This is an optimization exercise on Yosys and OpenROAD, whose aim is small area, a short achievable clock period and few clock cycles per item, not a production implementation. Function was not checked in any run shown here: the RTL went through the layout flow alone. Power and IR drop assume default switching activity.

==> flow/design.v, too long to show whole: its modules and the start of the top module <==
// module goertzel_power_detect: 2213 lines
// module goertzel_fa: 10 lines
// module goertzel_ha: 9 lines
module goertzel_power_detect #(
   parameter int OW       = 20,
   parameter int PW       = 2*OW+1,
   parameter int HOLD_ON  = 3,
   parameter int HOLD_OFF = 3
) (
   input  logic            i_clk,
   input  logic            i_rst,
   input  logic [2*OW-1:0] s_axis_tdata,
   input  logic            s_axis_tvalid,
   output logic            s_axis_tready,
   output logic [PW-1:0]   m_axis_tdata,
   output logic            m_axis_tuser,
   output logic            m_axis_tvalid,
   input  logic            m_axis_tready,
   input  logic [PW-1:0]   i_threshold,
   output logic            o_detect
);
  // ...
==> flow/flow/run.sh <==
#!/bin/bash
# Standard ORFS layout (the standard.sh, standard synthesis unchanged),
# with the port buffers made from the smallest buffer cell.
set -euo pipefail
bash standard.sh BUFFER_PORTS_ARGS="-buffer_cell sky130_fd_sc_hd__buf_1" finish > standard_flow.log 2>&1
==> flow/standard.sh <==
#!/bin/bash
# synth_recipe.tcl (not shown) runs the flow's synth.tcl, then flattens the netlist and writes it again
# the make line also repeats each setting of config.mk as NAME=value (left out here)
make -C /OpenROAD-flow-scripts/flow DESIGN_CONFIG=/design/flow/config.mk WORK_HOME=/design/flow/orfs CLKGATE_MAP_FILE= SYNTH_SCRIPT=/design/flow/synth_recipe.tcl "${@:-finish}"
==> flow/config.mk <==
export PLATFORM = sky130hd
export DESIGN_NAME = goertzel_power_detect
export DESIGN_NICKNAME = goertzel_power_detect
export VERILOG_FILES = /design/flow/design.v
export SDC_FILE = /design/flow/constraint.sdc
export NUM_CORES = 4
export LEC_CHECK = 0
export ABC_CLOCK_PERIOD_IN_PS = 3000
export CAP_MARGIN = 20
export CORE_MARGIN = 2
export CORE_UTILIZATION = 40
export SETUP_SLACK_MARGIN = 3.5
export SLEW_MARGIN = 20
export SYNTH_HIERARCHICAL = 1
export SYNTH_MINIMUM_KEEP_SIZE = 0
==> flow/constraint.sdc <==
create_clock -name core_clock -period 8.0 [get_ports {i_clk}]
set_input_delay 1.6000 -clock core_clock [delete_from_list [all_inputs] [get_ports {i_clk}]]
set_output_delay 1.6000 -clock core_clock [all_outputs]
set_load 0.01 [all_outputs]
==> results.cfg, run 1 <==
[yosys]
yosysSeqAreaShare = 0.267
synth_compound_area_frac = 0.0482
syn_inst = 1535
yosys.area_share.simple = 0.116
yosys_warnings = 7
synth_fp_nets = 2078
yosysTopAreaCell = fa_1

[final_layout]
multi_input_comb_area_mm2 = 0.0116
finalNetCount = 2242
largestClassByArea = multi-input gates
drive_above_1_share = 0.0923
reg_top3 = g_mid.r_mid: 67 flops, r_pwr: 41 flops

[placed_design]
dp.cells = 2123
post_dp_cell_area_mm2 = 0.0181

[route]
first_pass_iters = 5
wl_um = 48000
topRoutingLayerUsed = met4

[timing]
min_period_over_period = 0.545

[floorplanning]
die_x_um = 211
dieHeight_um = 211

[pwr]
clkPwrFrac = 0.109
p_leak_uw = 0.00824

[run_status]
status = complete, no violations

[critical_path]
crit_buf_inv = 1
r2r_start = g_in.r_re[0]$_DFFE_PP_
==> run 2: changes to the inputs <==
--- a/flow/config.mk
+++ b/flow/config.mk
@@ -5,7 +5,6 @@
 export SDC_FILE = /design/flow/constraint.sdc
 export NUM_CORES = 4
 export LEC_CHECK = 0
-export ABC_CLOCK_PERIOD_IN_PS = 3000
 export CAP_MARGIN = 20
 export CORE_MARGIN = 2
 export CORE_UTILIZATION = 40
==> run 2 against run 1 <==
Effect of this change:
- combinational power hardly changed
- register-to-register slack hardly changed
- cell area stayed put
- critical path depth stayed put
- first-iteration DRC count stayed put
- hold slack stayed put
- total power stayed put
- global-route usage stayed put
- critical path type unchanged
- worst setup slack stayed put
- final cell count stayed put
- largest cell class unchanged
- sequential share of layout area stayed put
==> results.cfg, run 2 <==
[critical_path]
cpMaxStageDelayCell = edfxtp_1
cp_common_cell = fa_1
cp.arrival_ns = 4.58
worstSetupEndpointType = flip-flop
crit_family = adder cells
slowest_delay_ns = 0.67
cp.required_ns = 8.22
start_kind = flip-flop
cp_cell_sequence = nand2_1 -> fa_1 -> fa_1 -> fa_1 -> fa_1 -> fa_1 -> fa_1 -> inv_1 -> ha_1
cp_max_fo = 11
critPathKind = flip-flop to flip-flop
crit_buf_inv = 1

[yosys]
synth_top_family_by_area = adder cells
synth_cell_types = 54
ys_ff_latch = 155
synth.avg_cell_area_um2 = 11.2
yosys_warnings = 7
synth.mux.area_fraction = 0.00299
synthTopCellsByCount = 390 x nand2_1, 355 x fa_1, 193 x inv_1
synth-xor-area-share = 0.0153
syn_area_mm2 = 0.0172
synth_top_area_frac = 0.414
yosysTopAreaCell = fa_1
yosysSeqAreaShare = 0.267
synth_compound_area_frac = 0.0482
synth_edf_count = 149
synth_fp_nets = 2078
synthTopCellsByArea = fa_1 41%, edfxtp_1 26%, nand2_1 8.5%
yosys.area_share.simple = 0.116
async_flop_share = 0
yosysMostFrequentCell = nand2_1
synth_flop_cell = edfxtp_1
syn_inst = 1535
synthAdderAreaFrac = 0.489

[final_layout]
layout_common_cells = 390 x nand2_1, 354 x fa_1, 191 x inv_1
drive_above_1_share = 0.0923
syn_to_final_growth_pct = 16.0
reg_top3 = g_mid.r_mid: 67 flops, r_pwr: 41 flops
largest_reg_flops = 67
mostFrequentLayoutCell = nand2_1
utilization = 0.473
regMostFlops = g_mid.r_mid
n_antenna_cell = 0
finalNetCount = 2242

[placed_design]
dpl_worst_slack_ns = 3.08
io_buffer_count = 129
place.gp.congestion = 0.851
place_hpwl_um = 30900

[timing]
rsz0062_at_grt = false
fmax_mhz = 229
drv_slew = 0
relSlewSlack = 0.565
min_period_over_period = 0.545
fin_crit_ns = 4.36
final_hold_viol_count = 0
final-setup-viol-count = 0
setup_slack_ns = 3.64
tns_ns = 0
whs_ns = 0.449
tightest_slew_ns = 0.644
finClkSkew_ns = 0.00766

[run_status]
status = complete, no violations

[route]
antenna_left = 0
vias = 12000
route.detailed.drc = 0
vias_per_cell = 5.35
wl_um = 48000
drt-initial-drc-count = 1123
avgRoutedWirePerCell_um = 21.3
first_pass_iters = 5

[floorplanning]
core_area_mm2 = 0.0421
rows = 75
die_x_um = 211
io_pins = 130
dieArea_mm2 = 0.0446
dieHeight_um = 211
start_util = 0.408

[cts]
insertion_delay_ns = 0.47
clockRootBuffer = clkbuf_16
cts_buffers = 17
cts_tree = built
clk_pin_slew_ns = 0.07
cts_max_level = 4
clock-sinks = 155
cts_buffer_depth = 2
hold_buffers = 0

[pwr]
powerDensity_mw_per_mm2 = 390
p_switching_uw = 3480
swShare = 0.448
p_comb_frac = 0.669
p_int_uw = 4290
power_frac_seq = 0.222
p_leak_uw = 0.00824
fin_total_pwr_uw = 7770
clkPwrFrac = 0.109
peakVddDrop_mv = 0.166

[global_routing]
track_usage = 0.225
grt_pass1_wl_um = 74200
grt_pass1_vias = 12900
grt-ovfl-total = 0
grt_max_degree = 103
grt_antenna_before_repair = 0

[worst_hold_path]
hold_class = flip-flop to flip-flop

[flow_run]
drv_cap = 0
==> run 2: cell counts after synthesis <==
No cell type changed its count.
==> run 2: worst paths after layout <==
kind	from	endpoint	slack (ns)	depth (start not counted)
max	g_in.r_re[0]$_DFFE_PP_	g_mid.r_mid[30]$_DFFE_PP_	3.64	9
min	g_mid.r_mid[0]$_DFFE_PP_	r_pwr[0]$_DFFE_PP_	0.45	0
max reg2reg	g_in.r_re[0]$_DFFE_PP_	g_mid.r_mid[30]$_DFFE_PP_	3.64	9
min reg2reg	g_mid.r_mid[0]$_DFFE_PP_	r_pwr[0]$_DFFE_PP_	0.45	0
==> run 2: worst register-to-register path: stages (launching register included) <==
cell      delay, ns
edfxtp_1       0.67
nand2_1        0.15
fa_1           0.52
fa_1           0.50
fa_1           0.48
fa_1           0.51
fa_1           0.50
fa_1           0.49
inv_1          0.04
ha_1           0.26
==> run 2: what timing repair did <==
item	CTS	global route
setup buffers	77	19
endpoints found under the setup margin	38	29
resized for setup	2	14
pin swaps	1	14
==> run 2: cell families after synthesis <==
logic type / count (synthesis)
compound gates: 124
xor+xnor: 30
fa+ha+maj: 458
buf+inv: 280
flops: 155
mux: 5
simple gates: 483
==> run 2: routing by layer <==
layer,vias up,share of wire,global-route usage
li1,5184,-,-
met1,6081,0.41,0.297
met2,631,0.46,0.352
met3,140,0.098,0.0572
met4,0,0.039,0.0981
met5,-,0,0
==> run 2: cell type report <==
type	count	area, um2
fillers	3794	22200
repair buffers	232	1750
clock buffers	17	425
inverters	193	724
multi-input cells	1100	11600
flip-flops and latches	155	4590
clock inverters	15	178
well taps	539	674
==> run 2: per-module statistics from Yosys (local to each module, per instance) <==
module                 copies in the design  cells inside  area [um2]
goertzel_power_detect                     1          1178       10100
goertzel_fa                             354             1        20.0
goertzel_ha                               3             1        12.5
==> run 2: power groups by stage <==
stage,Combinational [uW],Clock (uW),Sequential [uW]
floorplan,3460,0,1770
global placement,4760,0,1820
detailed placement,4910,0,1830
CTS,5120,870,1740
global route,6040,899,1760
finish,5200,845,1730
==> run 2: metrics by stage <==
step	instance area, um2	cells
after global placement	18100	2123
after global routing	19900	2251
after floorplan	17200	1535
after detailed placement	18100	2123
after CTS	19600	2232
final	19900	2251

[port drivers added, routing unchanged]
The results above use ideal ports. As a check the final layouts listed here were re-extracted and re-timed, cells and wires unchanged. Step 1 assumes that a clkbuf_16 drives the clock port and a buf_2 every other input. Step 2 times the ports against the registers' clock, not the clock port: input delays grow and output delays shrink by t, the midpoint of the rising clock arrivals with the driver on. a / b / c = ideal ports / drivers / drivers and shift; a / b = the first two.
run	t (ns)	setup slack, ns	clock arrival spread, ns	slew at the worst register clock pin (ns)	worst data-port slew with drivers (ns)
run 1	0.518	3.641 / 3.641 / 3.641	0.009 / 0.009	0.08 / 0.08	0.06
run 2	0.518	3.641 / 3.641 / 3.641	0.009 / 0.009	0.08 / 0.08	0.06
After both steps every run listed still meets setup and hold.
